What follows belongs to an exercise in optimizing a design on an open flow for small area, a short achievable clock period and few clock cycles per item; a production flow would make more cautious choices.
The RTL was checked by simulation tests, not by an equivalence proof against the original design.
Power is estimated from default activity; no workload was simulated.

<file path="flow/design.v">
module data_memory_ctrl (
  input  logic        clk,
  input  logic        rst,
  input  logic        req_valid,
  output logic        req_ready,
  input  logic        req_we,
  input  logic [2:0]  req_funct3,
  input  logic [31:0] req_addr,
  input  logic [31:0] req_wdata,
  output logic        rsp_valid,
  output logic [31:0] rsp_rdata,
  output logic        rsp_err
);
  logic        illegal, misalign, out_of_range, fault;
  logic [3:0]  be;
  logic [31:0] wlanes;
  always_comb begin
    be       = 4'b0000;
    wlanes   = req_wdata;
    misalign = 1'b0;
    illegal  = 1'b0;
    case (req_funct3)
      3'b000, 3'b100: begin
        be      = 4'b0001 << req_addr[1:0];
        wlanes  = {4{req_wdata[7:0]}};
        illegal = req_we && req_funct3[2];
      end
      3'b001, 3'b101: begin
        be       = req_addr[1] ? 4'b1100 : 4'b0011;
        wlanes   = {2{req_wdata[15:0]}};
        misalign = req_addr[0];
        illegal  = req_we && req_funct3[2];
      end
      3'b010: begin
        be       = 4'b1111;
        misalign = |req_addr[1:0];
      end
      default: illegal = 1'b1;
    endcase
    out_of_range = |req_addr[31:8];
    fault        = illegal || misalign || out_of_range;
  end
  logic        ready_q;
  logic        v1_q;        
  logic        err1_q;      
  logic        ld1_q;       
  logic [3:0]  wbe1_q;      
  logic [63:0] sel1_q;      
  logic [1:0]  off1_q;
  logic [2:0]  f31_q;
  logic [31:0] wd1_q;
  wire accept = req_valid && ready_q;
  always_ff @(posedge clk) begin
    if (rst) begin
      ready_q <= 1'b0;
      v1_q    <= 1'b0;
      wbe1_q  <= 4'b0000;
    end else begin
      ready_q <= 1'b1;
      v1_q    <= accept;
      wbe1_q  <= (accept && !fault && req_we) ? be : 4'b0000;
    end
  end
  always_ff @(posedge clk) begin
    err1_q <= fault;
    ld1_q  <= !fault && !req_we;
    sel1_q <= 64'b1 << req_addr[7:2];
    off1_q <= req_addr[1:0];
    f31_q  <= req_funct3;
    wd1_q  <= wlanes;
  end
  assign req_ready = ready_q;
  logic [31:0] mem_q [64];
  logic [63:0] wsel_n;
  logic [3:0]  wbe_n;
  logic [3:0]  we_lane [64];
  assign wsel_n = ~sel1_q;
  assign wbe_n  = ~wbe1_q;
  for (genvar w = 0; w < 64; w++) begin : g_we
    for (genvar b = 0; b < 4; b++) begin : g_lane
      dm_nor2 u_we (.a(wsel_n[w]), .b(wbe_n[b]), .y(we_lane[w][b]));
    end
  end
  always_ff @(posedge clk) begin
    for (int w = 0; w < 64; w++) begin
      for (int b = 0; b < 4; b++) begin
        if (we_lane[w][b]) mem_q[w][8*b +: 8] <= wd1_q[8*b +: 8];
      end
    end
  end
  logic [31:0] word;
  for (genvar b = 0; b < 32; b++) begin : g_rd
    logic [21:0] grp_n;
    for (genvar g = 0; g < 21; g++) begin : g_ao3
      dm_aoi222 u_ao (
        .d ({mem_q[3*g+2][b], mem_q[3*g+1][b], mem_q[3*g][b]}),
        .s (sel1_q[3*g+2 -: 3]),
        .yn(grp_n[g])
      );
    end
    dm_nand2 u_nd63 (.a(mem_q[63][b]), .b(sel1_q[63]), .y(grp_n[21]));
    logic [7:0] l1;
    logic [2:0] l2_n;
    for (genvar k = 0; k < 6; k++) begin : g_l1
      dm_nand3 u_n3 (.a(grp_n[3*k]), .b(grp_n[3*k+1]), .c(grp_n[3*k+2]), .y(l1[k]));
    end
    dm_nand2 u_n2a (.a(grp_n[18]), .b(grp_n[19]), .y(l1[6]));
    dm_nand2 u_n2b (.a(grp_n[20]), .b(grp_n[21]), .y(l1[7]));
    dm_nor3  u_r0 (.a(l1[0]), .b(l1[1]), .c(l1[2]), .y(l2_n[0]));
    dm_nor3  u_r1 (.a(l1[3]), .b(l1[4]), .c(l1[5]), .y(l2_n[1]));
    dm_nor2  u_r2 (.a(l1[6]), .b(l1[7]), .y(l2_n[2]));
    dm_nand3 u_w  (.a(l2_n[0]), .b(l2_n[1]), .c(l2_n[2]), .y(word[b]));
  end
  logic        v2_q, err2_q, ld2_q;
  logic [1:0]  off2_q;
  logic [2:0]  f32_q;
  logic [31:0] word2_q;
  always_ff @(posedge clk) begin
    if (rst) v2_q <= 1'b0;
    else     v2_q <= v1_q;
  end
  always_ff @(posedge clk) begin
    err2_q  <= err1_q;
    ld2_q   <= ld1_q;
    off2_q  <= off1_q;
    f32_q   <= f31_q;
    word2_q <= word;
  end
  logic [31:0] shifted, load_val;
  always_comb begin
    shifted = word2_q >> {off2_q, 3'b000};
    case (f32_q)
      3'b000:  load_val = {{24{shifted[7]}}, shifted[7:0]};
      3'b100:  load_val = {24'h000000, shifted[7:0]};
      3'b001:  load_val = {{16{shifted[15]}}, shifted[15:0]};
      3'b101:  load_val = {16'h0000, shifted[15:0]};
      default: load_val = word2_q;
    endcase
  end
  logic        rsp_valid_q, rsp_err_q;
  logic [31:0] rsp_rdata_q;
  always_ff @(posedge clk) begin
    if (rst) rsp_valid_q <= 1'b0;
    else     rsp_valid_q <= v2_q;
  end
  always_ff @(posedge clk) begin
    rsp_err_q   <= err2_q;
    rsp_rdata_q <= ld2_q ? load_val : 32'h0;
  end
  assign rsp_valid = rsp_valid_q;
  assign rsp_rdata = rsp_rdata_q;
  assign rsp_err   = rsp_err_q;
endmodule
module dm_aoi222 (
  input  logic [2:0] d,
  input  logic [2:0] s,
  output logic       yn
);
  assign yn = ~|(d & s);
endmodule
module dm_nand2 (
  input  logic a,
  input  logic b,
  output logic y
);
  assign y = ~(a & b);
endmodule
module dm_nor2 (
  input  logic a,
  input  logic b,
  output logic y
);
  assign y = ~(a | b);
endmodule
module dm_nand3 (
  input  logic a,
  input  logic b,
  input  logic c,
  output logic y
);
  assign y = ~(a & b & c);
endmodule
module dm_nor3 (
  input  logic a,
  input  logic b,
  input  logic c,
  output logic y
);
  assign y = ~(a | b | c);
endmodule
</file>
<file path="flow/flow/run.sh">
#!/bin/bash
set -euo pipefail
bash standard.sh \
  MATCH_CELL_FOOTPRINT=0 \
  "BUFFER_PORTS_ARGS=-buffer_cell sky130_fd_sc_hd__buf_2" \
  "CTS_ARGS=-sink_clustering_enable -repair_clock_nets -sink_clustering_size 25 -sink_clustering_max_diameter 120 -dont_use_dummy_load" \
  finish > flow_make.log 2>&1
</file>
<file path="flow/standard.sh">
#!/bin/bash
# synth_recipe.tcl (not shown) runs the flow's synth.tcl, then flattens the netlist and writes it again
# the make line also repeats each setting of config.mk as NAME=value (left out here)
make -C /OpenROAD-flow-scripts/flow DESIGN_CONFIG=/design/flow/config.mk WORK_HOME=/design/flow/orfs CLKGATE_MAP_FILE= SYNTH_SCRIPT=/design/flow/synth_recipe.tcl "${@:-finish}"
</file>
<file path="flow/config.mk">
export PLATFORM = sky130hd
export DESIGN_NAME = data_memory_ctrl
export DESIGN_NICKNAME = data_memory_ctrl
export VERILOG_FILES = /design/flow/design.v
export SDC_FILE = /design/flow/constraint.sdc
export NUM_CORES = 4
export LEC_CHECK = 0
export ABC_CLOCK_PERIOD_IN_PS = 2500
export CAP_MARGIN = 20
export CORE_MARGIN = 2
export CORE_UTILIZATION = 70
export CTS_CLUSTER_DIAMETER = 120
export CTS_CLUSTER_SIZE = 25
export SETUP_SLACK_MARGIN = 3.0
export SLEW_MARGIN = 20
export SYNTH_HIERARCHICAL = 1
</file>
<file path="flow/constraint.sdc">
create_clock -name core_clock -period 5.5 [get_ports {clk}]
set_input_delay 1.1000 -clock core_clock [delete_from_list [all_inputs] [get_ports {clk}]]
set_output_delay 1.1000 -clock core_clock [all_outputs]
set_load 0.01 [all_outputs]
</file>
==> results.toml, run 1 <==
[floorplan]
row_count = 121
coreArea_sq_um = 109000
fp.dieW_um = 336
num_io_pins = 106
dieArea_sq_um = 113000
initial_core_util_pct = 70.7
die_y_um = 336

[worst_setup_path]
reg2reg_setup_slack_ns = 3.04
critPathLaunchType = "flop"
crit_end = "word2_q[22]$_DFF_P_"
worstPathRequired_ns = 6.04
critPathArrivalTime_ns = 3.00
worstReg2RegStart = "sel1_q[42]$_SDFF_PN0_"
path_class = "flop to flop"
critical-path-slowest-cell = "nor3_2"
r2r-end = "word2_q[22]$_DFF_P_"
cp_max_fo = 33
worst_path_largest_cell_delay_ns = 0.64
end_kind = "flop"
crit_path_frequent_cell = "nand3_1"
crit_path_start = "sel1_q[42]$_SDFF_PN0_"
crit_chain = "buf_4, a222oi_1, nand3_1, nor3_2, nand3_1"
reg2regPathDepth = 5

[place]
dp_hpwl_um = 126000
port_buffers = 105
routabilityCongestion = 0.929

[detailed_routing]
first_iter_violations = 9786
dr.pass1.iters = 13
drc = 0
viasPerCell = 7.48
wirelength_um = 204000
wl_per_cell_um = 35.7
ant_nets = 0
vias = 42800

[finish]
fin_util_pct = 75.7
final_nets = 4316
drive_above_1_share_pct = 10.2
area_growth_pct = 7.17
fillers = 6161

[clock_network]
cts.sinks = 2231
clock_latency_ns = 0.72
numCtsBuffers = 99
ctsResizeCount = 0
cts_tree = "built"
cts_setup_buffers = 0
cts_buffer_depth = 3
cts_hold_buf = 0
clkTransAtPathRegs_ns = 0.10
cts_max_level = 3
cts-root-buf = "clkbuf_16"

[status]
status = "no timing/DRC/antenna violations"

[job]
drv_cap = 0

[logic_synthesis]
synth.yosys.warnings = 10
yosysTopAreaCell = "edfxtp_1"
yosysSeqAreaShare_pct = 84.5
syn-mean-instance-area_sq_um = 19.5
syn_area_sq_um = 77100
synth_cell_types = 38
yosysTopAreaCellShare_pct = 79.7
synth_nets = 4036
ys_seq_elements = 2231
syn_inst = 3965
synthTopCellsByArea = "edfxtp_1 (80%), a222oi_1 (8.7%), dfxtp_1 (4.7%)"

[pwr]
power.leakage_nw = 25.8
p_per_area_nw_per_um2 = 334
vdd_drop_max_mv = 0.341

[min_path]
hp-class = "flop to flop"

[sta]
fin_worst_skew_ns = 0.0416
min_period_over_period_pct = 44.6
maxSlewViolCount = 0
hold_viol = 0
max_slew_margin_pct = 30.4
clock.fmax_ghz = 0.407
fin_setup_tns_ns = 0
tightest_slew_ns = 1.04
finalSetupViolations = 0
hold_slack_ns = 0.354
grt_setup_unrepaired = "no"
fin_crit_ns = 2.46

[global_routing]
grtUsageTotal_pct = 36.2
grt_max_degree = 65
antenna_found_initial = 13
grt_pass1_wl_um = 285000
grt_pass1_vias = 40100
overflow = 0
logic make-up (layout without fill, tap and decap cells):
kind of cell           Yosys count  count (layout)  synth area share (%)
buffers and inverters           96             374                 0.490
and+or+nand+nor                850             850                  5.29
DFF                           2231            2231                  84.5
other                            0               4                     0
muxes                           34              34                 0.467
AOI/OAI and AO/OA              754             754                  9.29
worst max-delay path: cells and delay by family, from the launching register on:
kind / cells / cell delay (ns)
AOI/OAI and AO/OA: 1 / 0.56
buffers and inverters: 1 / 0.27
DFF: 1 / 0.36
and+or+nand+nor: 3 / 1.08
worst min path at each step:
stage | from | endpoint | slack, ns | depth (start not counted)
global route | err2_q$_DFF_P_ | rsp_err_q$_DFF_P_ | 0.37 | 0
CTS | err2_q$_DFF_P_ | rsp_err_q$_DFF_P_ | 0.36 | 0
global placement | f31_q[2]$_DFF_P_ | f32_q[2]$_DFF_P_ | 0.34 | 0
finish | err2_q$_DFF_P_ | rsp_err_q$_DFF_P_ | 0.35 | 0
detailed placement | err2_q$_DFF_P_ | rsp_err_q$_DFF_P_ | 0.35 | 0
floorplan | err1_q$_DFF_P_ | err2_q$_DFF_P_ | 0.31 | 0
power by group:
part,internal (mW),switching (mW),leakage (nW)
Combinational,0.188,0.821,4.69
Clock,3.22,4.65,1.22
Sequential,18.7,0.0988,19.9
flip-flops by register name, indices dropped and copies added, names as in the netlist, 2 cells and up:
register and flops:
wd1_q 32, word2_q 32, sel1_q 64, rsp_rdata_q 32, off2_q 2, wbe1_q 4
f32_q 3, off1_q 2, f31_q 3, mem_q 2048
per-module statistics from Yosys (local to each module, per instance):
module            area, sq um  flip-flops and latches  cells
dm_aoi222                10.0                       0      1
data_memory_ctrl        67200                    2231   2621
dm_nor3                  10.0                       0      1
dm_nor2                  3.75                       0      1
dm_nand3                 5.00                       0      1
dm_nand2                 3.75                       0      1
through the flow:
step / area [sq um] / setup WS [ns] / total power, mW / instances
after floorplan: 77100 / 3.42 / 19.5 / 3965
after global routing: 82700 / 3.04 / 28.2 / 5720
after detailed placement: 80200 / 3.06 / 20.1 / 5620
final: 82700 / 3.04 / 27.6 / 5723
after global placement: 80200 / 3.02 / 20.1 / 5620
after CTS: 82700 / 3.10 / 27.6 / 5719
cell usage after synthesis:
master,n
mux2_2,16
a21oi_1,17
dfxtp_1,183
nand3_1,232
nand2b_1,14
inv_1,71
nor2_2,1
a222oi_1,672
buf_1,1
or2_1,3
a21oi_2,2
nor2b_1,8
mux2i_1,18
nor2_1,353
nand4_2,1
edfxtp_1,2048
nor4b_4,1
o21ai_0,46
a21boi_0,1
and3b_1,1
o22ai_2,1
nand2_1,138
a21boi_1,2
o21ai_1,11
or2_2,3
nor4_2,3
nor4_4,1
clkbuf_1,15
and2_1,9
buf_6,1
o22ai_1,1
nor3_1,13
nand4_1,1
nand3b_1,1
o31a_1,1
nor3_2,64
nor4_1,3
buf_2,8
final cells by class:
class / instances / area, sq um / share of cell area [%]
flip-flops and latches: 2231 / 65200 / 78.9
well taps: 1476 / 1850 / 2.23
repair buffers: 204 / 1270 / 1.53
inverters: 71 / 267 / 0.322
clock buffers: 99 / 2480 / 3.00
diodes: 4 / 10.0 / 0.0121
multi-input cells: 1638 / 11600 / 14.0
per-layer routing:
layer | vias up | part of all wire, % | GRT usage [%]
li1 | 17600 | - | -
met1 | 21500 | 36 | 53.5
met2 | 3356 | 46 | 55.1
met3 | 296 | 15 | 8.10
met4 | 12 | 3.6 | 11.5
met5 | - | 0.039 | 0
cell usage in the layout, fill, tap and decap left out, types with 8 or more instances in the layout:
master / n
dfxtp_2: 34
a21oi_1: 17
nand2_1: 138
and2_1: 9
clkbuf_16: 99
nand3_1: 232
buf_4: 99
dfxtp_1: 149
a222oi_1: 672
buf_2: 105
nor2b_1: 8
mux2_2: 16
mux2i_1: 18
nand2b_1: 14
nor2_1: 353
o21ai_1: 11
nor3_2: 64
o21ai_0: 46
nor3_1: 13
edfxtp_1: 2048
inv_1: 67
Testbench counts, summed over its fixed seeds: cycles 12,024, items 12,000.
==> inputs of run 2 (changes only) <==
--- a/flow/config.mk
+++ b/flow/config.mk
@@ -11,6 +11,6 @@
 export CORE_UTILIZATION = 70
 export CTS_CLUSTER_DIAMETER = 120
 export CTS_CLUSTER_SIZE = 25
-export SETUP_SLACK_MARGIN = 3.0
+export SETUP_SLACK_MARGIN = 3.3
 export SLEW_MARGIN = 20
 export SYNTH_HIERARCHICAL = 1
==> run 2 against run 1 <==
Still clean on timing, DRC and antenna. Non-clock buffer count is 2 higher. Combinational power hardly changed. First-iteration DRC count is 1.8% lower. Setup slack better by 0.14 ns. Sequential share of layout area is 0.50 points lower. Core utilization is 0.54 points higher. Sequential power hardly changed. Clock power hardly changed. Largest cell class unchanged.
==> results.toml, run 2 <==
[place]
dp.cells = 5620
pre_cts_ws_ns = 3.06
port_buffers = 105
dp_hpwl_um = 126000
routabilityCongestion = 0.929
place_area_sq_um = 80200

[logic_synthesis]
synth_nets = 4036
yosysMostFrequentCell = "edfxtp_1"
ys_seq_elements = 2231
synth_cell_types = 38
synth.yosys.warnings = 10
syn_inst = 3965
yosysTopAreaCell = "edfxtp_1"
synth_edf_count = 2048
synthTopCellsByArea = "edfxtp_1 (80%), a222oi_1 (8.7%), dfxtp_1 (4.7%)"
synth_top_cells_by_count = "edfxtp_1 (2,048), a222oi_1 (672), nor2_1 (353), nand3_1 (232), dfxtp_1 (183)"
syn_area_sq_um = 77100
yosysTopAreaCellShare_pct = 79.7
synth_ff_type = "edfxtp_1"
yosysSeqAreaShare_pct = 84.5
syn-mean-instance-area_sq_um = 19.5
ys_async_sr_fraction_pct = 0

[floorplan]
coreArea_sq_um = 109000
num_io_pins = 106
row_count = 121
initial_core_util_pct = 70.7
die_y_um = 336
fp.dieW_um = 336
dieArea_sq_um = 113000

[sta]
finalSetupViolations = 0
fin_worst_skew_ns = 0.0482
clock.fmax_ghz = 0.432
grt_setup_unrepaired = "yes"
layout_setup_ws_ns = 3.19
min_period_over_period_pct = 42.1
tightest_slew_ns = 1.04
hold_slack_ns = 0.350
fin_setup_tns_ns = 0
max_slew_margin_pct = 30.5
fin_crit_ns = 2.31
hold_viol = 0
maxSlewViolCount = 0

[finish]
layout_common_cells = "edfxtp_1 (2,048), a222oi_1 (672), nor2_1 (302)"
multi_input_area_sq_um = 11900
finalInstanceArea_sq_um = 83300
top_register = "mem_q"
largest_reg_flops = 2048
seq_area_sq_um = 65300
fillers = 6084
instances_no_fill = 5726
top_regs = "mem_q (2048), sel1_q (64)"
fin_util_pct = 76.3
area_growth_pct = 7.94
final_common_cell = "edfxtp_1"
drive_above_1_share_pct = 12.5
final_nets = 4318

[global_routing]
grt_pass1_wl_um = 285000
use_met3_pct = 8.07
gr-max-usage-layer = "met2"
met1_usage_pct = 53.5
use_met2_pct = 54.9
grt_max_degree = 65
antenna_found_initial = 15
grtUsageTotal_pct = 36.2
grt_pass1_vias = 40100
overflow = 0

[detailed_routing]
wl_per_cell_um = 35.8
vias = 43000
viasPerCell = 7.51
drc = 0
ant_nets = 0
first_iter_violations = 9612
dr.pass1.iters = 14
wirelength_um = 205000

[clock_network]
cts-root-buf = "clkbuf_16"
cts.sinks = 2231
clock_latency_ns = 0.72
cts_hold_buf = 0
cts_max_level = 3
numCtsBuffers = 99
clkTransAtPathRegs_ns = 0.09
cts_tree = "built"
cts_buffer_depth = 3

[worst_setup_path]
path_class = "flop to output pin"
worst_path_largest_cell_delay_ns = 0.39
critPathLaunchType = "flop"
crit_buf_inv = 1
end_kind = "output pin"
critPathArrivalTime_ns = 1.21
crit_chain = "buf_6"
crit_family = "flip-flops"
worstPathRequired_ns = 4.40
reg2reg_setup_slack_ns = 3.25
cp_max_fo = 1
critical-path-slowest-cell = "dfxtp_2"

[pwr]
p_per_area_nw_per_um2 = 332
vdd_drop_max_mv = 0.342
finalPower_mw = 27.7
power.leakage_nw = 26.1

[job]
drv_cap = 0

[min_path]
hp-class = "flop to flop"

[status]
status = "no timing/DRC/antenna violations"
run 2: cell counts after synthesis:
No cell type changed its count.
run 2: per-module statistics from Yosys (local to each module, per instance):
module            times used  area [sq um]  cells inside
dm_aoi222                672          10.0             1
data_memory_ctrl           1         67200          2621
dm_nor2                  288          3.75             1
dm_nand3                 224          5.00             1
dm_nor3                   64          10.0             1
dm_nand2                  96          3.75             1
run 2: cell families (layout without fill, tap and decap cells):
kind of cell	count (synthesis)	after routing	synth area share, %
other	0	5	0
buffers and inverters	96	376	0.490
DFF	2231	2231	84.5
muxes	34	34	0.467
AOI/OAI and AO/OA	754	754	9.29
and+or+nand+nor	850	850	5.29
run 2: worst paths after layout:
kind | cells past startpoint | end | start
setup / recovery | 1 | rsp_rdata[17] | rsp_rdata_q[17]$_SDFF_PN0_
hold / removal | 0 | rsp_err_q$_DFF_P_ | err2_q$_DFF_P_
setup reg to reg | 5 | word2_q[25]$_DFF_P_ | sel1_q[0]$_SDFF_PP0_
hold reg to reg | 0 | rsp_err_q$_DFF_P_ | err2_q$_DFF_P_
run 2: worst reg2reg max path, delay by kind of cell (launching register included):
| kind | cells | cell delay (ns) |
|---|---|---|
| AOI/OAI and AO/OA | 1 | 0.58 |
| buffers and inverters | 1 | 0.30 |
| DFF | 1 | 0.40 |
| and+or+nand+nor | 3 | 0.84 |
run 2: layout make-up:
type / instances / share of cell area [%]
sequential: 2231 / 78.4
tap: 1476 / 2.22
multi-input combinational: 1638 / 14.3
antenna: 5 / 0.0150
timing repair buffer: 206 / 1.76
clock buffer: 99 / 2.98
inverter: 71 / 0.329
run 2: report_power, final:
group          switching (mW)  internal (mW)  total, mW
combinational           0.829          0.199       1.03
sequential             0.0987           18.7       18.8
clock                    4.66           3.22       7.87
total                    5.59           22.1       27.7
run 2: metal layers:
layer / up-vias / wire length [um]
li1: 17600 / -
met1: 21700 / 72800
met2: 3384 / 94500
met3: 314 / 29900
met4: 14 / 7610
met5: - / 95
run 2: repair_timing:
item	CTS	global route
endpoints found under the setup margin	215	347
gates resized for setup	75	78
hold endpoints to repair	0	0
cloned	0	1
buffers inserted	0	1
pin swaps	1	17
==> inputs of run 3 (changes only) <==
--- a/flow/config.mk
+++ b/flow/config.mk
@@ -11,6 +11,6 @@
 export CORE_UTILIZATION = 70
 export CTS_CLUSTER_DIAMETER = 120
 export CTS_CLUSTER_SIZE = 25
-export SETUP_SLACK_MARGIN = 3.3
+export SETUP_SLACK_MARGIN = 3.5
 export SLEW_MARGIN = 20
 export SYNTH_HIERARCHICAL = 1
==> run 3 against run 2 <==
Still clean. First-iteration DRC count grew 3.4%. Clock-buffer cell count is the same. Synthesized area is the same. Clock power is essentially flat. Worst hold slack lost 0.010 ns. Maximum frequency grew 2.1%. Register-to-register slack gained 0.02 ns. Combinational power grew 5%. Highest routed layer unchanged.
==> results.toml, run 3 <==
[global_routing]
grt_max_degree = 65
gr-max-usage-layer = "met2"
antenna_found_initial = 15
use_met3_pct = 9.18
grtUsageTotal_pct = 37.4
grt_pass1_vias = 40300
met1_usage_pct = 55.7
overflow = 0
grt_pass1_wl_um = 293000
use_met2_pct = 56.1

[sta]
maxSlewViolCount = 0
fin_worst_skew_ns = 0.0408
tightest_slew_ns = 0.990
fin_crit_ns = 2.27
max_slew_margin_pct = 34.0
fin_setup_tns_ns = 0
finalSetupViolations = 0
hold_viol = 0
hold_slack_ns = 0.340
grt_setup_unrepaired = "yes"
clock.fmax_ghz = 0.441
min_period_over_period_pct = 41.2

[place]
routabilityCongestion = 0.910
port_buffers = 105
dp_hpwl_um = 130000

[worst_setup_path]
end_kind = "output pin"
crit_family = "flip-flops"
worstPathRequired_ns = 4.40
critPathLaunchType = "flop"
path_class = "flop to output pin"
crit_chain = "buf_6"
critical-path-slowest-cell = "dfxtp_2"
critPathArrivalTime_ns = 1.17
cp.depth = 1
worst_path_largest_cell_delay_ns = 0.34
cp_max_fo = 2
crit_buf_inv = 1
reg2regPathDepth = 6

[logic_synthesis]
synth_cell_types = 38
yosys.area_share.simple_pct = 5.29
ys_async_sr_fraction_pct = 0
synth.yosys.warnings = 10
synth_edf_count = 2048
synthTopCellsByArea = "edfxtp_1 (80%), a222oi_1 (8.7%), dfxtp_1 (4.7%)"
synth_compound_area_share_pct = 9.29
yosysTopAreaCellShare_pct = 79.7
synth_ff_type = "edfxtp_1"
syn_area_sq_um = 77100
synth_top_cells_by_count = "edfxtp_1 (2,048), a222oi_1 (672), nor2_1 (353), nand3_1 (232), dfxtp_1 (183)"
synth_nets = 4036
yosysMostFrequentCell = "edfxtp_1"
yosysSeqAreaShare_pct = 84.5
syn-mean-instance-area_sq_um = 19.5
yosysTopAreaCell = "edfxtp_1"
synth_xor_area_share_pct = 0
syn_inst = 3965
ys_seq_elements = 2231
muxShareOfSynthArea_pct = 0.467
synth_fa_ha_area_share_pct = 0
synth_top_family_by_area = "compound AO/OA/AOI/OAI gates"

[detailed_routing]
wl_per_cell_um = 36.6
first_iter_violations = 9939
vias = 43600
dr.pass1.iters = 15
wirelength_um = 211000
ant_nets = 0
viasPerCell = 7.56
drc = 0

[job]
drv_cap = 0

[pwr]
vdd_drop_max_mv = 0.345
p_per_area_nw_per_um2 = 328
finalPower_mw = 27.7
power.leakage_nw = 26.7

[clock_network]
cts_buffer_depth = 3
cts_max_level = 3
cts_hold_buf = 0
cts_tree = "built"
numCtsBuffers = 99
cts.sinks = 2231
clkTransAtPathRegs_ns = 0.10
cts-root-buf = "clkbuf_16"
clock_latency_ns = 0.72

[min_path]
hp-class = "flop to flop"
hold_depth = 0

[status]
status = "no timing/DRC/antenna violations"

[finish]
largest_reg_flops = 2048
layout_common_cells = "edfxtp_1 (2,048), a222oi_1 (672), nor2_1 (193)"
top_regs = "mem_q (2048), sel1_q (64)"
drive_above_1_share_pct = 17.3
area_growth_pct = 9.71
final_nets = 4358
top_register = "mem_q"
final_common_cell = "edfxtp_1"
fillers = 6011

[floorplan]
initial_core_util_pct = 70.7
num_io_pins = 106
row_count = 121
die_y_um = 336
coreArea_sq_um = 109000
dieArea_sq_um = 113000
fp.dieW_um = 336
## run 3: cell count changes in the layout (fill, tap and decap cells not counted), sizes merged
cell	delta
clkbuf	+6
diode	+1
buf	+34
## run 3: what timing repair did
action	CTS	global route
pin swaps	71	74
gates cloned	6	4
resized for setup	241	167
setup buffers	23	10
setup endpoints to repair	1124	1013
## run 3: cells by family (layout without fill, tap and decap cells)
kind of cell	after synthesis	after routing
flops	2231	2231
simple gates	850	850
compound gates	754	754
buf+inv	96	416
mux	34	34
other cells	0	6
## run 3: per-module statistics from Yosys (local to each module, per instance)
module | cells | area, sq um | copies in the design | flip-flops and latches
dm_nor2 | 1 | 3.75 | 288 | 0
dm_nand2 | 1 | 3.75 | 96 | 0
dm_nor3 | 1 | 10.0 | 64 | 0
data_memory_ctrl | 2621 | 67200 | 1 | 2231
dm_nand3 | 1 | 5.00 | 224 | 0
dm_aoi222 | 1 | 10.0 | 672 | 0
## run 3: final timing paths
kind / slack, ns / start / to
setup reg to reg: 3.27 / sel1_q[39]$_SDFF_PN0_ / word2_q[14]$_DFF_P_
hold reg to reg: 0.34 / err1_q$_DFF_P_ / err2_q$_DFF_P_
setup / recovery: 3.23 / ready_q$_DFF_P_ / req_ready
hold / removal: 0.34 / err1_q$_DFF_P_ / err2_q$_DFF_P_
## run 3: area by class of cell
type                            instances  area (sq um)  share of cell area [%]
Antenna cell                            6          15.0                  0.0177
Inverter                               71           272                   0.321
Timing Repair Buffer                  246          2110                    2.49
Sequential cell                      2231         65300                    77.1
Clock buffer                           99          2480                    2.93
Multi-Input combinational cell       1638         12600                    14.9
Tap cell                             1476          1850                    2.18
## run 3: through the flow
| step | cell area (sq um) | setup slack [ns] | instances | util (%) |
|---|---|---|---|---|
| 2_1_floorplan | 77200 | 3.48 | 3965 | - |
| 3_3_place_gp | 80300 | 2.84 | 5619 | 73.5 |
| 3_5_place_dp | 80300 | 2.80 | 5619 | 73.5 |
| 4_1_cts | 83900 | 3.20 | 5747 | 76.9 |
| 5_1_grt | 84600 | 3.20 | 5761 | 77.5 |
| 6_report | 84600 | 3.23 | 5767 | 77.5 |
## run 3: power by group
| part | total, mW | leakage [nW] | switching (mW) | internal, mW |
|---|---|---|---|---|
| clock | 7.88 | 1.22 | 4.66 | 3.22 |
| combinational | 1.08 | 5.53 | 0.857 | 0.220 |
| sequential | 18.8 | 20.0 | 0.121 | 18.7 |
## run 3: metal layers
metal  wire length (um)  vias up
met3              33800      341
li1                   -    17700
met4               7290       14
met1              73400    21900
met2              96400     3613
met5                 85        -
==> inputs of run 4 (changes only) <==
--- a/flow/design.v
+++ b/flow/design.v
@@ -44,21 +44,17 @@
   logic        v1_q;        
   logic        err1_q;      
   logic        ld1_q;       
-  logic [3:0]  wbe1_q;      
   logic [63:0] sel1_q;      
   logic [1:0]  off1_q;
   logic [2:0]  f31_q;
-  logic [31:0] wd1_q;
   wire accept = req_valid && ready_q;
   always_ff @(posedge clk) begin
     if (rst) begin
       ready_q <= 1'b0;
       v1_q    <= 1'b0;
-      wbe1_q  <= 4'b0000;
     end else begin
       ready_q <= 1'b1;
       v1_q    <= accept;
-      wbe1_q  <= (accept && !fault && req_we) ? be : 4'b0000;
     end
   end
   always_ff @(posedge clk) begin
@@ -67,15 +63,14 @@
     sel1_q <= 64'b1 << req_addr[7:2];
     off1_q <= req_addr[1:0];
     f31_q  <= req_funct3;
-    wd1_q  <= wlanes;
   end
   assign req_ready = ready_q;
   logic [31:0] mem_q [64];
   logic [63:0] wsel_n;
   logic [3:0]  wbe_n;
   logic [3:0]  we_lane [64];
-  assign wsel_n = ~sel1_q;
-  assign wbe_n  = ~wbe1_q;
+  assign wsel_n = ~(64'b1 << req_addr[7:2]);
+  assign wbe_n  = (accept && !rst && !fault && req_we) ? ~be : 4'b1111;
   for (genvar w = 0; w < 64; w++) begin : g_we
     for (genvar b = 0; b < 4; b++) begin : g_lane
       dm_nor2 u_we (.a(wsel_n[w]), .b(wbe_n[b]), .y(we_lane[w][b]));
@@ -84,7 +79,7 @@
   always_ff @(posedge clk) begin
     for (int w = 0; w < 64; w++) begin
       for (int b = 0; b < 4; b++) begin
-        if (we_lane[w][b]) mem_q[w][8*b +: 8] <= wd1_q[8*b +: 8];
+        if (we_lane[w][b]) mem_q[w][8*b +: 8] <= wlanes[8*b +: 8];
       end
     end
   end
--- a/flow/config.mk
+++ b/flow/config.mk
@@ -11,6 +11,6 @@
 export CORE_UTILIZATION = 70
 export CTS_CLUSTER_DIAMETER = 120
 export CTS_CLUSTER_SIZE = 25
-export SETUP_SLACK_MARGIN = 3.5
+export SETUP_SLACK_MARGIN = 3.0
 export SLEW_MARGIN = 20
 export SYNTH_HIERARCHICAL = 1
==> run 4 against run 3 <==
Worst hold slack better by 0.012 ns. Still clean. Core utilization is 0.91 points higher. Clock power is 2% lower. Power is 0.93% lower. Largest power group unchanged. Die area is 1.0% lower. Cell count is 2.6% lower. Global-route usage is 3.6 points higher. Non-clock buffer count is 31 lower. Via count is 3.1% higher. Maximum frequency is 12% lower. Cell area is 0.61% higher. Sequential cell count is 36 lower.
==> results.toml, run 4 <==
[status]
status = "no timing/DRC/antenna violations"

[global_routing]
overflow = 0
antenna_found_initial = 14
grt_pass1_wl_um = 314000
grtUsageTotal_pct = 41.0
grt_max_degree = 65
grt_pass1_vias = 41400

[finish]
top_regs = "mem_q (2048), sel1_q (64)"
layout_common_cells = "edfxtp_1 (2,048), a222oi_1 (672), nor2_4 (234)"
final_nets = 4275
final_common_cell = "edfxtp_1"
largest_reg_flops = 2048
finalInstanceArea_sq_um = 85200
seq_area_sq_um = 64500
fin_util_pct = 78.5
area_growth_pct = 11.6
top_register = "mem_q"
drive_above_1_share_pct = 18.9
multi_input_area_sq_um = 14000
fillers = 5526

[floorplan]
die_y_um = 334
initial_core_util_pct = 70.3
coreArea_sq_um = 109000
dieArea_sq_um = 112000
num_io_pins = 106
row_count = 121
fp.dieW_um = 334

[sta]
clock.fmax_ghz = 0.387
maxSlewViolCount = 0
fin_setup_tns_ns = 0
tightest_slew_ns = 1.15
finalSetupViolations = 0
fin_crit_ns = 2.59
max_slew_margin_pct = 22.8
min_period_over_period_pct = 47.0
grt_setup_unrepaired = "yes"
hold_slack_ns = 0.352
fin_worst_skew_ns = 0.0396
hold_viol = 0

[logic_synthesis]
yosysSeqAreaShare_pct = 84.4
yosysTopAreaCellShare_pct = 80.6
synth_top_cells_by_count = "edfxtp_1 (2,048), a222oi_1 (672), nor2_1 (305), nand3_1 (226), nand2_1 (198)"
ys_seq_elements = 2195
synth_cell_types = 40
synth_nets = 3983
yosysTopAreaCell = "edfxtp_1"
synthTopCellsByArea = "edfxtp_1 (81%), a222oi_1 (8.8%), dfxtp_1 (3.9%)"
synth.yosys.warnings = 10
syn_area_sq_um = 76300
synth_edf_count = 2048
synth_ff_type = "edfxtp_1"
yosysMostFrequentCell = "edfxtp_1"
syn_inst = 3912
syn-mean-instance-area_sq_um = 19.5
ys_async_sr_fraction_pct = 0

[clock_network]
cts-root-buf = "clkbuf_16"
cts_hold_buf = 0
cts_max_level = 3
clock_latency_ns = 0.73
cts_tree = "built"
numCtsBuffers = 97
cts.sinks = 2195
cts_buffer_depth = 3
clkTransAtPathRegs_ns = 0.09

[worst_setup_path]
path_class = "input pin to flop"
crit_chain = "buf_2, mux2i_1, o21ai_4, buf_4"
worst_path_largest_cell_delay_ns = 0.91
cp_max_fo = 26
critical-path-slowest-cell = "o21ai_4"
critPathArrivalTime_ns = 3.10
critPathLaunchType = "input pin"
end_kind = "flop"
worstPathRequired_ns = 6.01

[detailed_routing]
ant_nets = 0
dr.pass1.iters = 22
drc = 0
first_iter_violations = 13000
wl_per_cell_um = 40.9
viasPerCell = 8.00
wirelength_um = 230000
vias = 45000

[place]
dp_hpwl_um = 142000
port_buffers = 105
routabilityCongestion = 1.08
place_area_sq_um = 79300

[job]
drv_cap = 0

[pwr]
vdd_drop_max_mv = 0.303
power.leakage_nw = 26.8
p_per_area_nw_per_um2 = 323

[min_path]
hp-class = "flop to flop"
[run 4: changes by cell type after synthesis, sizes merged, moves of 4 or more]
cell    before  now
and3b        1    5
dfxtp      183  147
inv         71   67
nand2      138  198
nand2b      14    3
nand3      232  226
nor2       354  306
nor2b        8    4
nor3        77   69
nor3b        0    5
or2          6    2
[run 4: repair_timing]
item                                     CTS  global route
gates resized for setup                  569           123
setup buffers                             37             7
endpoints found under the hold margin      0             0
pin swaps                                 67            72
endpoints found under the setup margin  2903          2366
gates cloned                              13             3
[run 4: layer usage]
metal  vias up  wire length [um]  track usage (%)
li1      17600                 -                -
met1     21800             74700             57.2
met2      4933             98300             58.0
met3       678             44600             16.5
met4        14             12200             17.5
met5         -                87                0
[run 4: layout make-up]
| class | instances | share of cell area, % |
|---|---|---|
| Inverter | 67 | 0.295 |
| Timing Repair Buffer | 215 | 2.57 |
| Multi-Input combinational cell | 1628 | 16.4 |
| Tap cell | 1414 | 2.08 |
| Sequential cell | 2195 | 75.8 |
| Antenna cell | 2 | 0.00588 |
| Clock buffer | 97 | 2.85 |
[run 4: worst paths after layout]
kind	startpoint	end	slack [ns]	depth (start not counted)
setup / recovery	req_wdata[2]	mem_q[59][26]$_DFFE_PP_	2.91	4
hold / removal	err1_q$_DFF_P_	err2_q$_DFF_P_	0.35	0
setup reg to reg	sel1_q[36]$_DFF_P_	word2_q[15]$_DFF_P_	2.94	4
hold reg to reg	err1_q$_DFF_P_	err2_q$_DFF_P_	0.35	0
[run 4: logic make-up (layout without fill, tap and decap cells)]
logic type / after synthesis / after routing / synth area share [%]
flip-flops: 2195 / 2195 / 84.4
AND/OR/NAND/NOR: 840 / 840 / 5.24
AO/OA/AOI/OAI: 751 / 754 / 9.37
buffers and inverters: 92 / 379 / 0.503
multiplexers: 34 / 34 / 0.472
other: 0 / 2 / 0
[run 4: critical path: cells and delay by family]
family                 cells  cell delay, ns
AO/OA/AOI/OAI              1            0.91
buffers and inverters      2            0.83
multiplexers               1            0.21
[run 4: report_power, final]
group / internal, mW / switching (mW)
clock network: 3.15 / 4.59
logic: 0.248 / 1.00
registers: 18.4 / 0.110
[run 4: through the flow]
step	setup slack [ns]	instances	power, mW
finish	2.91	5618	27.5
floorplan	2.30	3912	19.2
global route	2.90	5617	28.0
CTS	2.88	5606	27.4
detailed placement	1.20	5459	20.0
global placement	1.39	5459	20.0
[run 4: Yosys stat by module, one instance, submodules excluded]
module	flops+latches	copies in the design
data_memory_ctrl	2195	1
dm_aoi222	0	672
dm_nand2	0	96
dm_nand3	0	224
dm_nor2	0	288
dm_nor3	0	64
Testbench counts of run 4, summed over its fixed seeds: cycles 12,024, items 12,000.
==> inputs of run 5 (changes only) <==
--- a/flow/design.v
+++ b/flow/design.v
@@ -44,33 +44,44 @@
   logic        v1_q;        
   logic        err1_q;      
   logic        ld1_q;       
-  logic [63:0] sel1_q;      
+  logic [3:0]  wbe1_q;      
+  logic [7:0]  hi1_n_q;     
+  logic [7:0]  lo1_n_q;     
   logic [1:0]  off1_q;
   logic [2:0]  f31_q;
+  logic [31:0] wd1_q;
   wire accept = req_valid && ready_q;
   always_ff @(posedge clk) begin
     if (rst) begin
       ready_q <= 1'b0;
       v1_q    <= 1'b0;
+      wbe1_q  <= 4'b0000;
     end else begin
       ready_q <= 1'b1;
       v1_q    <= accept;
+      wbe1_q  <= (accept && !fault && req_we) ? be : 4'b0000;
     end
   end
   always_ff @(posedge clk) begin
     err1_q <= fault;
     ld1_q  <= !fault && !req_we;
-    sel1_q <= 64'b1 << req_addr[7:2];
+    hi1_n_q <= ~(8'b1 << req_addr[7:5]);
+    lo1_n_q <= ~(8'b1 << req_addr[4:2]);
     off1_q <= req_addr[1:0];
     f31_q  <= req_funct3;
+    wd1_q  <= wlanes;
   end
   assign req_ready = ready_q;
   logic [31:0] mem_q [64];
+  logic [63:0] sel1;
+  for (genvar w = 0; w < 64; w++) begin : g_sel
+    dm_nor2 u_sel (.a(hi1_n_q[w / 8]), .b(lo1_n_q[w % 8]), .y(sel1[w]));
+  end
   logic [63:0] wsel_n;
   logic [3:0]  wbe_n;
   logic [3:0]  we_lane [64];
-  assign wsel_n = ~(64'b1 << req_addr[7:2]);
-  assign wbe_n  = (accept && !rst && !fault && req_we) ? ~be : 4'b1111;
+  assign wsel_n = ~sel1;
+  assign wbe_n  = ~wbe1_q;
   for (genvar w = 0; w < 64; w++) begin : g_we
     for (genvar b = 0; b < 4; b++) begin : g_lane
       dm_nor2 u_we (.a(wsel_n[w]), .b(wbe_n[b]), .y(we_lane[w][b]));
@@ -79,7 +90,7 @@
   always_ff @(posedge clk) begin
     for (int w = 0; w < 64; w++) begin
       for (int b = 0; b < 4; b++) begin
-        if (we_lane[w][b]) mem_q[w][8*b +: 8] <= wlanes[8*b +: 8];
+        if (we_lane[w][b]) mem_q[w][8*b +: 8] <= wd1_q[8*b +: 8];
       end
     end
   end
@@ -89,11 +100,11 @@
     for (genvar g = 0; g < 21; g++) begin : g_ao3
       dm_aoi222 u_ao (
         .d ({mem_q[3*g+2][b], mem_q[3*g+1][b], mem_q[3*g][b]}),
-        .s (sel1_q[3*g+2 -: 3]),
+        .s (sel1[3*g+2 -: 3]),
         .yn(grp_n[g])
       );
     end
-    dm_nand2 u_nd63 (.a(mem_q[63][b]), .b(sel1_q[63]), .y(grp_n[21]));
+    dm_nand2 u_nd63 (.a(mem_q[63][b]), .b(sel1[63]), .y(grp_n[21]));
     logic [7:0] l1;
     logic [2:0] l2_n;
     for (genvar k = 0; k < 6; k++) begin : g_l1
--- a/flow/config.mk
+++ b/flow/config.mk
@@ -11,6 +11,6 @@
 export CORE_UTILIZATION = 70
 export CTS_CLUSTER_DIAMETER = 120
 export CTS_CLUSTER_SIZE = 25
-export SETUP_SLACK_MARGIN = 3.0
+export SETUP_SLACK_MARGIN = 3.3
 export SLEW_MARGIN = 20
 export SYNTH_HIERARCHICAL = 1
==> run 5 against run 4 <==
Via count grew 2.4%. Core utilization grew 0.68 points. Critical endpoint is now word2_q[5]$_DFF_P_. Global-route usage grew 0.45 points. Sequential cell count shrank 12. Sequential share of layout area is essentially flat. Die area shrank 0.43%. Clock skew grew 0.0078 ns. Still clean.
==> results.toml, run 5 <==
[detailed_routing]
wirelength_um = 234000
viasPerCell = 8.08
wl_per_cell_um = 41.0
wl_met1_um = 74900
vias = 46000
drc = 0
highest_layer = "met5"
ant_nets = 0
dr.pass1.iters = 15
wl_met2_um = 103000
route.met3.wl_um = 42200
first_iter_violations = 13100

[clock_network]
numCtsBuffers = 97
clock_latency_ns = 0.74
cts_tree = "built"
cts-root-buf = "clkbuf_16"
clkTransAtPathRegs_ns = 0.10
cts_buffer_depth = 3
cts_hold_buf = 0
cts.sinks = 2183
cts_max_level = 3

[sta]
hold_viol = 0
clock.fmax_ghz = 0.364
fin_setup_tns_ns = 0
max_slew_margin_pct = 20.9
grt_setup_unrepaired = "yes"
tightest_slew_ns = 1.19
hold_slack_ns = 0.355
min_period_over_period_pct = 50.0
fin_crit_ns = 2.75
maxSlewViolCount = 0
fin_worst_skew_ns = 0.0474
finalSetupViolations = 0

[pwr]
power.leakage_nw = 26.5
p_sw_mw = 5.69
comb_power_share_pct = 3.2
pwr-share-seq_pct = 68.4
p_per_area_nw_per_um2 = 323
swShare_pct = 20.8
p_int_mw = 21.7
clkPwrFrac_pct = 28.4
vdd_drop_max_mv = 0.288

[logic_synthesis]
synth_edf_count = 2048
syn_inst = 3889
synth_ff_type = "edfxtp_1"
ys_seq_elements = 2183
synth.yosys.warnings = 10
yosysTopAreaCell = "edfxtp_1"
ys_async_sr_fraction_pct = 0
yosysMostFrequentCell = "edfxtp_1"
syn_area_sq_um = 76000
synthTopCellsByArea = "edfxtp_1 (81%), a222oi_1 (8.8%), dfxtp_1 (3.6%)"
synth_cell_types = 34
syn-mean-instance-area_sq_um = 19.5
yosysSeqAreaShare_pct = 84.5
yosysTopAreaCellShare_pct = 80.9
synth_top_cells_by_count = "edfxtp_1 (2,048), a222oi_1 (672), nor2_1 (371), nand3_1 (226), nand2_1 (136)"
synth_nets = 3960

[job]
drv_cap = 0

[finish]
largest_reg_flops = 2048
top_register = "mem_q"
final_nets = 4358
final_common_cell = "edfxtp_1"
fillers = 5500
fin_util_pct = 79.1
drive_above_1_share_pct = 21.4
layout_common_cells = "edfxtp_1 (2,048), a222oi_1 (672), nor2_2 (195)"
area_growth_pct = 11.8
finalInstanceArea_sq_um = 84900

[place]
dp_hpwl_um = 142000
routabilityCongestion = 0.987
place_area_sq_um = 79200
port_buffers = 105

[min_path]
hp-class = "flop to flop"
hold_depth = 0

[worst_setup_path]
reg2regPathDepth = 7
critPathArrivalTime_ns = 3.32
critical-path-slowest-cell = "a222oi_1"
cp_max_fo = 17
crit_family = "simple AND/OR/NAND/NOR gates"
critPathLaunchType = "flop"
worstPathRequired_ns = 6.07
crit_chain = "buf_12, nor2_4, buf_12, a222oi_1, nand3_1, nor3_4, nand3_1"
crit_buf_inv = 2
worst_path_largest_cell_delay_ns = 0.70
end_kind = "flop"
cp.depth = 7
path_class = "flop to flop"

[floorplan]
initial_core_util_pct = 70.8
die_y_um = 334
row_count = 120
fp.dieW_um = 334
coreArea_sq_um = 107000
num_io_pins = 106
dieArea_sq_um = 111000

[global_routing]
grt_max_degree = 65
grtUsageTotal_pct = 41.4
grt_pass1_wl_um = 318000
grt_pass1_vias = 41900
overflow = 0
antenna_found_initial = 10

[status]
status = "no timing/DRC/antenna violations"
[run 5: worst reg2reg max path: cells and delay by family, from the launching register on]
family | cells | cell delay [ns]
buffers and inverters | 2 | 0.29
AND/OR/NAND/NOR | 4 | 1.20
AO/OA/AOI/OAI | 1 | 0.72
flip-flops | 1 | 0.39
[run 5: logic make-up (layout without fill, tap and decap cells)]
| logic type | count (synthesis) | count (layout) | share of synthesized area (%) |
|---|---|---|---|
| AO/OA/AOI/OAI | 751 | 751 | 9.38 |
| buffers and inverters | 85 | 452 | 0.446 |
| flip-flops | 2183 | 2183 | 84.5 |
| multiplexers | 34 | 34 | 0.507 |
| other | 0 | 9 | 0 |
| AND/OR/NAND/NOR | 836 | 865 | 5.20 |
[run 5: worst paths after layout]
kind                             end  slack, ns                from
setup reg to reg  word2_q[5]$_DFF_P_       2.75  lo1_n_q[4]$_DFF_P_
hold / removal     rsp_err_q$_DFF_P_       0.35      err2_q$_DFF_P_
hold reg to reg    rsp_err_q$_DFF_P_       0.35      err2_q$_DFF_P_
setup / recovery  word2_q[5]$_DFF_P_       2.75  lo1_n_q[4]$_DFF_P_
[run 5: routing by layer]
| layer | global-route usage [%] | vias up |
|---|---|---|
| li1 | - | 17700 |
| met1 | 59.1 | 22600 |
| met2 | 61.0 | 4956 |
| met3 | 12.7 | 718 |
| met4 | 16.7 | 4 |
| met5 | 0 | - |
[run 5: power groups by stage]
stage / clock network, mW / registers (mW) / logic (mW)
after global routing: 8.27 / 18.7 / 0.882
after CTS: 7.75 / 18.7 / 0.791
after detailed placement: 0 / 19.1 / 0.699
final: 7.77 / 18.7 / 0.882
after global placement: 0 / 19.1 / 0.685
after floorplan: 0 / 18.9 / 0.269
[run 5: area by class of cell]
class | instances | area [sq um] | area share, %
diodes | 9 | 22.5 | 0.0265
clock buffers | 97 | 2430 | 2.86
inverters | 70 | 269 | 0.317
multi-input cells | 1650 | 13500 | 15.9
flip-flops and latches | 2183 | 64400 | 75.8
well taps | 1403 | 1760 | 2.07
repair buffers | 285 | 2590 | 3.05
[run 5: per-module statistics from Yosys, one instance, submodules excluded]
module,flip-flops and latches,cells inside,cell area (sq um)
dm_aoi222,0,1,10.0
dm_nand2,0,1,3.75
data_memory_ctrl,2183,2481,65800
dm_nand3,0,1,5.00
dm_nor2,0,1,3.75
dm_nor3,0,1,10.0
[run 5: metrics by stage]
| stage | std cells | total power [mW] | setup WS (ns) |
|---|---|---|---|
| 5_1_grt | 5689 | 27.9 | 2.86 |
| 3_3_place_gp | 5435 | 19.8 | 2.30 |
| 3_5_place_dp | 5443 | 19.8 | 2.28 |
| 4_1_cts | 5623 | 27.3 | 3.04 |
| 2_1_floorplan | 3889 | 19.1 | 3.09 |
| 6_report | 5697 | 27.4 | 2.75 |
[run 5: what timing repair did]
action,CTS,global route
buffers inserted,56,54
endpoints found under the setup margin,2011,1401
resized for setup,336,195
cloned,27,11
pin swaps,146,115
Testbench counts of run 5, summed over its fixed seeds: cycles 12,024, items 12,000.
==> inputs of run 6 (changes only) <==
--- a/flow/design.v
+++ b/flow/design.v
@@ -45,12 +45,13 @@
   logic        err1_q;      
   logic        ld1_q;       
   logic [3:0]  wbe1_q;      
-  logic [7:0]  hi1_n_q;     
-  logic [7:0]  lo1_n_q;     
+  logic [63:0] sel1_q;      
   logic [1:0]  off1_q;
   logic [2:0]  f31_q;
   logic [31:0] wd1_q;
   wire accept = req_valid && ready_q;
+  logic phase_q;
+  always_ff @(posedge clk) phase_q <= ~phase_q;
   always_ff @(posedge clk) begin
     if (rst) begin
       ready_q <= 1'b0;
@@ -65,34 +66,37 @@
   always_ff @(posedge clk) begin
     err1_q <= fault;
     ld1_q  <= !fault && !req_we;
-    hi1_n_q <= ~(8'b1 << req_addr[7:5]);
-    lo1_n_q <= ~(8'b1 << req_addr[4:2]);
+    sel1_q <= 64'b1 << req_addr[7:2];
     off1_q <= req_addr[1:0];
     f31_q  <= req_funct3;
-    wd1_q  <= wlanes;
+    wd1_q  <= wlanes ^ {32{~phase_q}};    
   end
   assign req_ready = ready_q;
   logic [31:0] mem_q [64];
-  logic [63:0] sel1;
-  for (genvar w = 0; w < 64; w++) begin : g_sel
-    dm_nor2 u_sel (.a(hi1_n_q[w / 8]), .b(lo1_n_q[w % 8]), .y(sel1[w]));
-  end
   logic [63:0] wsel_n;
   logic [3:0]  wbe_n;
   logic [3:0]  we_lane [64];
-  assign wsel_n = ~sel1;
+  logic [3:0]  hold_lane [64];
+  assign wsel_n = ~sel1_q;
   assign wbe_n  = ~wbe1_q;
   for (genvar w = 0; w < 64; w++) begin : g_we
     for (genvar b = 0; b < 4; b++) begin : g_lane
-      dm_nor2 u_we (.a(wsel_n[w]), .b(wbe_n[b]), .y(we_lane[w][b]));
-    end
-  end
-  always_ff @(posedge clk) begin
-    for (int w = 0; w < 64; w++) begin
-      for (int b = 0; b < 4; b++) begin
-        if (we_lane[w][b]) mem_q[w][8*b +: 8] <= wd1_q[8*b +: 8];
-      end
-    end
+      dm_nor2  u_we (.a(wsel_n[w]), .b(wbe_n[b]), .y(we_lane[w][b]));
+      dm_nand2 u_hd (.a(sel1_q[w]), .b(wbe1_q[b]), .y(hold_lane[w][b]));
+    end
+  end
+  logic [31:0] mem_d [64];
+  for (genvar w = 0; w < 64; w++) begin : g_nx
+    for (genvar i = 0; i < 32; i++) begin : g_bit
+      dm_oai22 u_nx (
+        .a1(mem_q[w][i]), .a2(we_lane[w][i / 8]),
+        .b1(hold_lane[w][i / 8]), .b2(wd1_q[i]),
+        .y (mem_d[w][i])
+      );
+    end
+  end
+  always_ff @(posedge clk) begin
+    for (int w = 0; w < 64; w++) mem_q[w] <= mem_d[w];
   end
   logic [31:0] word;
   for (genvar b = 0; b < 32; b++) begin : g_rd
@@ -100,11 +104,11 @@
     for (genvar g = 0; g < 21; g++) begin : g_ao3
       dm_aoi222 u_ao (
         .d ({mem_q[3*g+2][b], mem_q[3*g+1][b], mem_q[3*g][b]}),
-        .s (sel1[3*g+2 -: 3]),
+        .s (sel1_q[3*g+2 -: 3]),
         .yn(grp_n[g])
       );
     end
-    dm_nand2 u_nd63 (.a(mem_q[63][b]), .b(sel1[63]), .y(grp_n[21]));
+    dm_nand2 u_nd63 (.a(mem_q[63][b]), .b(sel1_q[63]), .y(grp_n[21]));
     logic [7:0] l1;
     logic [2:0] l2_n;
     for (genvar k = 0; k < 6; k++) begin : g_l1
@@ -132,15 +136,16 @@
     f32_q   <= f31_q;
     word2_q <= word;
   end
-  logic [31:0] shifted, load_val;
+  logic [31:0] shifted, load_val, word3;
+  assign word3 = word2_q ^ {32{~phase_q}};
   always_comb begin
-    shifted = word2_q >> {off2_q, 3'b000};
+    shifted = word3 >> {off2_q, 3'b000};
     case (f32_q)
       3'b000:  load_val = {{24{shifted[7]}}, shifted[7:0]};
       3'b100:  load_val = {24'h000000, shifted[7:0]};
       3'b001:  load_val = {{16{shifted[15]}}, shifted[15:0]};
       3'b101:  load_val = {16'h0000, shifted[15:0]};
-      default: load_val = word2_q;
+      default: load_val = word3;
     endcase
   end
   logic        rsp_valid_q, rsp_err_q;
@@ -194,3 +199,12 @@
 );
   assign y = ~(a | b | c);
 endmodule
+module dm_oai22 (
+  input  logic a1,
+  input  logic a2,
+  input  logic b1,
+  input  logic b2,
+  output logic y
+);
+  assign y = ~((a1 | a2) & (b1 | b2));
+endmodule
==> run 6 against run 5 <==
Still clean. Clock power increased by 3.6%. Sequential share of layout area shrank 18 points. Clock skew fell by 0.012 ns. Global-route usage grew 3.8 points. Synthesized cell count up 64%. Worst hold slack got worse by 0.023 ns. First-iteration DRC count up 1.8%. Highest routed layer unchanged.
==> results.toml, run 6 <==
[finish]
fillers = 6857
final_common_cell = "dfxtp_1"
top_register = "mem_q"
instances_no_fill = 8000
drive_above_1_share_pct = 9.92
top_regs = "mem_q (2048), sel1_q (64)"
layout_common_cells = "dfxtp_1 (2,151), o22ai_1 (2,063), a222oi_1 (672)"
area_growth_pct = 9.23
largest_reg_flops = 2048
final_nets = 6699
fin_util_pct = 76.8

[floorplan]
num_io_pins = 106
die_y_um = 323
dieArea_sq_um = 104000
row_count = 117
fp.dieW_um = 323
initial_core_util_pct = 70.3
coreArea_sq_um = 101000

[global_routing]
grtUsageTotal_pct = 45.3
met1_usage_pct = 62.7
overflow = 0
use_met3_pct = 14.1
grt_max_degree = 65
grt_pass1_vias = 58700
grt_pass1_wl_um = 363000
antenna_found_initial = 9
use_met2_pct = 63.2
gr-max-usage-layer = "met2"

[pwr]
p_per_area_nw_per_um2 = 331
power.leakage_nw = 29.4
vdd_drop_max_mv = 0.315

[sta]
min_period_over_period_pct = 45.0
maxSlewViolCount = 0
fin_setup_tns_ns = 0
clock.fmax_ghz = 0.404
finalSetupViolations = 0
max_slew_margin_pct = 22.5
grt_setup_unrepaired = "yes"
hold_viol = 0
tightest_slew_ns = 1.16
fin_worst_skew_ns = 0.0358
fin_crit_ns = 2.47

[detailed_routing]
drc = 0
wl_per_cell_um = 31.0
viasPerCell = 8.02
wirelength_um = 248000
vias = 64200
dr.pass1.iters = 14
ant_nets = 0
first_iter_violations = 13400

[logic_synthesis]
synth_edf_count = 0
yosysSeqAreaShare_pct = 62.7
synth_nets = 6439
yosysTopAreaCellShare_pct = 62.7
synthTopCellsByArea = "dfxtp_1 (63%), o22ai_1 (18%), a222oi_1 (9.4%)"
syn_inst = 6368
yosysTopAreaCell = "dfxtp_1"
ys_seq_elements = 2232
synth_cell_types = 41
yosysMostFrequentCell = "dfxtp_1"
ys_async_sr_fraction_pct = 0
synth.yosys.warnings = 12
syn-mean-instance-area_sq_um = 11.2
syn_area_sq_um = 71200
synth_top_cells_by_count = "dfxtp_1 (2,232), o22ai_1 (2,063), a222oi_1 (672), nand2_1 (387), nor2_1 (353)"
synth_ff_type = "dfxtp_1"

[min_path]
hp-class = "flop to flop"

[worst_setup_path]
cp_max_fo = 27
reg2reg_setup_slack_ns = 3.03
worstPathRequired_ns = 6.05
end_kind = "flop"
crit_end = "mem_q[49][20]$_DFF_P_"
path_class = "flop to flop"
critPathArrivalTime_ns = 3.02
r2r-end = "mem_q[49][20]$_DFF_P_"
crit_path_start = "wbe1_q[2]$_SDFF_PP0_"
reg2regPathDepth = 3
critPathLaunchType = "flop"
worstReg2RegStart = "wbe1_q[2]$_SDFF_PP0_"

[clock_network]
clock_latency_ns = 0.73
cts.sinks = 2232
cts-root-buf = "clkbuf_16"
cts_hold_buf = 0
clkTransAtPathRegs_ns = 0.10
cts_max_level = 3
cts_tree = "built"
cts_buffer_depth = 3
numCtsBuffers = 99

[status]
status = "no timing/DRC/antenna violations"

[place]
dp.cells = 7873
port_buffers = 105
dp_hpwl_um = 154000
routabilityCongestion = 0.948

[job]
drv_cap = 0
[run 6: worst min-delay path by stage]
stage,slack (ns),cells after the start,endpoint,startpoint
after floorplan,0.31,0,err2_q$_DFF_P_,err1_q$_DFF_P_
after global placement,0.31,0,off2_q[1]$_DFF_P_,off1_q[1]$_DFF_P_
after detailed placement,0.31,0,f32_q[1]$_DFF_P_,f31_q[1]$_DFF_P_
after CTS,0.33,0,off2_q[1]$_DFF_P_,off1_q[1]$_DFF_P_
after global routing,0.34,0,rsp_err_q$_DFF_P_,err2_q$_DFF_P_
final,0.33,0,off2_q[1]$_DFF_P_,off1_q[1]$_DFF_P_
[run 6: report_power, final]
part	internal (mW)	switching, mW	total, mW
clock network	3.22	4.83	8.05
logic	0.359	0.621	0.980
registers	16.2	0.542	16.7
[run 6: stage by stage]
step | instance area [sq um] | total power, mW | hold slack, ns | setup WS [ns]
final | 77800 | 25.7 | 0.332 | 3.03
after global routing | 77800 | 26.3 | 0.343 | 3.13
after CTS | 77300 | 25.6 | 0.332 | 3.20
after detailed placement | 74000 | 17.9 | 0.312 | 2.40
after global placement | 74000 | 17.9 | 0.312 | 2.37
after floorplan | 71300 | 17.3 | 0.310 | 3.30
[run 6: cell type report]
type | count | area [sq um] | share of cell area (%)
repair buffers | 194 | 1560 | 2.00
clock buffers | 99 | 2480 | 3.18
diodes | 6 | 15.0 | 0.0193
inverters | 74 | 297 | 0.381
flip-flops and latches | 2232 | 44900 | 57.7
well taps | 1368 | 1710 | 2.20
multi-input cells | 4025 | 26800 | 34.5
repair inverters | 2 | 12.5 | 0.0161
[run 6: worst max-delay path, cell delays in order, from the launching register on]
cell        delay [ns]
dfxtp_4           0.66
clkinvlp_4        0.71
nor2_1            0.73
o22ai_1           0.20
[run 6: per-layer routing]
layer	share of wire, %	vias to the layer above	wire, um
li1	-	27300	-
met1	37	31100	92300
met2	41	5050	102000
met3	16	751	39500
met4	5.8	4	14400
met5	0.010	-	25
[run 6: timing repair]
| item | 4_1_cts | 5_1_grt |
|---|---|---|
| resized for setup | 230 | 98 |
| buffers inserted | 9 | 10 |
| pin swaps | 29 | 23 |
| cloned | 2 | 1 |
| setup endpoints to repair | 1975 | 665 |
[run 6: Yosys stat by module (local to each module, per instance), excerpt]
| module | area, sq um | flip-flops and latches | copies in the design | cells inside |
|---|---|---|---|---|
| dm_nand3 | 5.00 | 0 | 224 | 1 |
| data_memory_ctrl | 47500 | 2232 | 1 | 2720 |
| dm_nor2 | 3.75 | 0 | 288 | 1 |
| dm_oai22 | 6.26 | 0 | 2048 | 1 |
| dm_nor3 | 10.0 | 0 | 64 | 1 |
| dm_nand2 | 3.75 | 0 | 352 | 1 |
[run 6: kinds of logic (layout without fill, tap and decap cells)]
| kind of cell | after synthesis | after routing | share of synthesized area [%] |
|---|---|---|---|
| simple gates | 1096 | 1096 | 6.93 |
| xor+xnor | 73 | 73 | 0.897 |
| buf+inv | 111 | 369 | 0.636 |
| compound gates | 2821 | 2821 | 28.3 |
| flops | 2232 | 2232 | 62.7 |
| mux | 35 | 35 | 0.511 |
| other cells | 0 | 6 | 0 |
Testbench counts of run 6, summed over its fixed seeds: cycles 12,024, items 12,000.
==> inputs of run 7 (changes only) <==
--- a/flow/config.mk
+++ b/flow/config.mk
@@ -11,6 +11,6 @@
 export CORE_UTILIZATION = 70
 export CTS_CLUSTER_DIAMETER = 120
 export CTS_CLUSTER_SIZE = 25
-export SETUP_SLACK_MARGIN = 3.3
+export SETUP_SLACK_MARGIN = 3.5
 export SLEW_MARGIN = 20
 export SYNTH_HIERARCHICAL = 1
==> run 7 against run 6 <==
Still clean on timing, DRC and antenna. Global-route usage is 0.25 points higher. Cell area rose by 1.7%. Power grew 0.31%. Maximum frequency grew 3.3%. Sequential cell count unchanged. Cell count up 0.90%. Synthesized area unchanged. Routed wire length grew 0.98%. Combinational power is 18% higher. Setup slack gained 0.078 ns. Sequential share of layout area is 0.90 points lower.
==> results.toml, run 7 <==
[global_routing]
antenna_found_initial = 8
grt_max_degree = 65
overflow = 0
grtUsageTotal_pct = 45.5
grt_pass1_wl_um = 364000
grt_pass1_vias = 58100

[sta]
finalSetupViolations = 0
fin_worst_skew_ns = 0.0383
fin_crit_ns = 2.40
maxSlewViolCount = 0
fin_setup_tns_ns = 0
hold_viol = 0
tightest_slew_ns = 1.20
grt_setup_unrepaired = "yes"
layout_setup_ws_ns = 3.10
clock.fmax_ghz = 0.418
max_slew_margin_pct = 20.1
min_period_over_period_pct = 43.5

[place]
routabilityCongestion = 1.02
place_area_sq_um = 74000
port_buffers = 105
dp.cells = 7883
pre_cts_ws_ns = 2.06
dp_hpwl_um = 156000

[finish]
layout_common_cells = "dfxtp_1 (2,126), o22ai_1 (2,063), a222oi_1 (672)"
final_nets = 6771
area_growth_pct = 11.1
finalInstanceArea_sq_um = 79200
fin_util_pct = 78.2
final_common_cell = "dfxtp_1"
top_regs = "mem_q (2048), sel1_q (64)"
drive_above_1_share_pct = 11.2
top_register = "mem_q"
largest_reg_flops = 2048
instances_no_fill = 8072

[logic_synthesis]
synth_cell_types = 41
synth_compound_area_share_pct = 28.3
synthTopCellsByArea = "dfxtp_1 (63%), o22ai_1 (18%), a222oi_1 (9.4%)"
synth_xor_area_share_pct = 0.897
synth_edf_count = 0
synth_fa_ha_area_share_pct = 0
muxShareOfSynthArea_pct = 0.511
yosysTopAreaCellShare_pct = 62.7
yosysSeqAreaShare_pct = 62.7
syn_inst = 6368
yosysMostFrequentCell = "dfxtp_1"
synth_top_family_by_area = "compound AO/OA/AOI/OAI gates"
yosysTopAreaCell = "dfxtp_1"
syn-mean-instance-area_sq_um = 11.2
yosys.area_share.simple_pct = 6.93
synth.yosys.warnings = 12
synth_nets = 6439
synth_top_cells_by_count = "dfxtp_1 (2,232), o22ai_1 (2,063), a222oi_1 (672), nand2_1 (387), nor2_1 (353)"
synth_ff_type = "dfxtp_1"
syn_area_sq_um = 71200
ys_seq_elements = 2232
ys_async_sr_fraction_pct = 0

[detailed_routing]
wl_per_cell_um = 31.0
viasPerCell = 7.97
drc = 0
vias = 64300
first_iter_violations = 14500
dr.pass1.iters = 15
ant_nets = 0
wirelength_um = 250000

[worst_setup_path]
end_kind = "output pin"
crit_buf_inv = 1
critical-path-slowest-cell = "dfxtp_4"
crit_chain = "buf_6"
worstPathRequired_ns = 4.40
worst_path_largest_cell_delay_ns = 0.44
path_class = "flop to output pin"
crit_family = "flip-flops"
cp_max_fo = 1
critPathLaunchType = "flop"
critPathArrivalTime_ns = 1.30

[pwr]
comb_power_share_pct = 4.5
swShare_pct = 23.4
p_per_area_nw_per_um2 = 326
p_int_mw = 19.8
clkPwrFrac_pct = 31.2
vdd_drop_max_mv = 0.296
pwr-share-seq_pct = 64.3
p_sw_mw = 6.04
power.leakage_nw = 30.2

[clock_network]
clock_latency_ns = 0.72
cts_buffer_depth = 3
cts.sinks = 2232
clkTransAtPathRegs_ns = 0.10
cts-root-buf = "clkbuf_16"
cts_hold_buf = 0
cts_tree = "built"
cts_max_level = 3
numCtsBuffers = 99

[floorplan]
dieArea_sq_um = 104000
coreArea_sq_um = 101000
fp.dieW_um = 323
num_io_pins = 106
row_count = 117
die_y_um = 323
initial_core_util_pct = 70.3

[status]
status = "no timing/DRC/antenna violations"

[min_path]
hp-class = "flop to flop"

[job]
drv_cap = 0
==> run 7: logic make-up after synthesis <==
family / after synthesis
AND/OR/NAND/NOR: 1096
XOR/XNOR: 73
buffers and inverters: 111
AO/OA/AOI/OAI: 2821
multiplexers: 35
flip-flops: 2232
==> run 7: per-module statistics from Yosys (local to each module, per instance) <==
module | cell area [sq um] | flops+latches | copies in the design
dm_aoi222 | 10.0 | 0 | 672
dm_nor3 | 10.0 | 0 | 64
dm_nand3 | 5.00 | 0 | 224
data_memory_ctrl | 47500 | 2232 | 1
dm_oai22 | 6.26 | 0 | 2048
dm_nor2 | 3.75 | 0 | 288
dm_nand2 | 3.75 | 0 | 352
==> run 7: cell type report <==
cell class	count	area (sq um)
clock buffer	99	2480
sequential	2232	45000
timing repair inverter	3	20.0
tap	1368	1710
inverter	74	297
fill	6747	22100
timing repair buffer	265	2560
antenna	6	15.0
multi-input combinational	4025	27100
==> run 7: stage by stage <==
stage / power, mW / hold slack [ns]
after floorplan: 17.3 / 0.310
after global placement: 17.9 / 0.311
after detailed placement: 17.9 / 0.316
after CTS: 25.6 / 0.338
after global routing: 26.3 / 0.349
final: 25.8 / 0.339
==> run 7: worst register-to-register path: cells and delay by family (launching register included) <==
family	cells	cell delay [ns]
flops	1	0.39
buf+inv	2	0.30
compound gates	1	0.59
simple gates	3	0.90
==> run 7: per-layer routing <==
layer | share of wire [%] | global-route usage (%)
met5 | 0.019 | 0
met4 | 6.1 | 23.6
met3 | 16 | 16.1
met2 | 41 | 63.2
met1 | 37 | 62.4
==> run 7: path summary, 6_finish.rpt <==
kind	from	endpoint	slack [ns]	depth (start not counted)
worst min-delay path	err2_q$_DFF_P_	rsp_err_q$_DFF_P_	0.34	0
worst max-delay path	rsp_rdata_q[5]$_SDFF_PN0_	rsp_rdata[5]	3.10	1
worst min register to register	err2_q$_DFF_P_	rsp_err_q$_DFF_P_	0.34	0
worst max register to register	sel1_q[48]$_SDFF_PN0_	word2_q[8]$_DFF_P_	3.16	6
==> run 7: power by group through the flow <==
stage | logic (mW) | registers (mW) | clock network (mW)
final | 1.16 | 16.6 | 8.06
after global routing | 1.16 | 16.6 | 8.58
after CTS | 1.04 | 16.6 | 8.01
after detailed placement | 0.960 | 17.0 | 0
after global placement | 0.952 | 17.0 | 0
after floorplan | 0.462 | 16.8 | 0
==> run 7: what timing repair did <==
| item | in CTS | in global routing |
|---|---|---|
| setup endpoints to repair | 1740 | 544 |
| setup buffers | 40 | 31 |
| resized for setup | 358 | 108 |
| pin swaps | 85 | 89 |
| gates cloned | 6 | 7 |

-- re-timing with driven ports --
The results above use ideal ports. As a check the final layouts listed here were re-extracted and re-timed, cells and wires unchanged. Step 1: set_driving_cell puts a clkbuf_16 on clk and a buf_2 on each other input, an assumption about the parent block. Step 2 times the ports against the registers' clock, not the clock port: input delays grow and output delays shrink by t, the midpoint of the rising clock arrivals with the driver on. a / b / c = ideal / step 1 / step 2; a / b = the first two.
| run | t, ns | slack for setup (ns) |
|---|---|---|
| run 1 | 0.778 | 3.045 / 3.030 / 2.862 |
| run 2 | 0.780 | 3.185 / 3.106 / 2.857 |
| run 3 | 0.790 | 3.234 / 3.154 / 2.859 |
| run 4 | 0.791 | 2.914 / 2.902 / 2.111 |
| run 5 | 0.798 | 2.749 / 2.749 / 2.749 |
| run 6 | 0.776 | 3.027 / 3.027 / 2.557 |
| run 7 | 0.791 | 3.105 / 3.022 / 2.820 |
After both steps setup and hold are still met in every run listed.
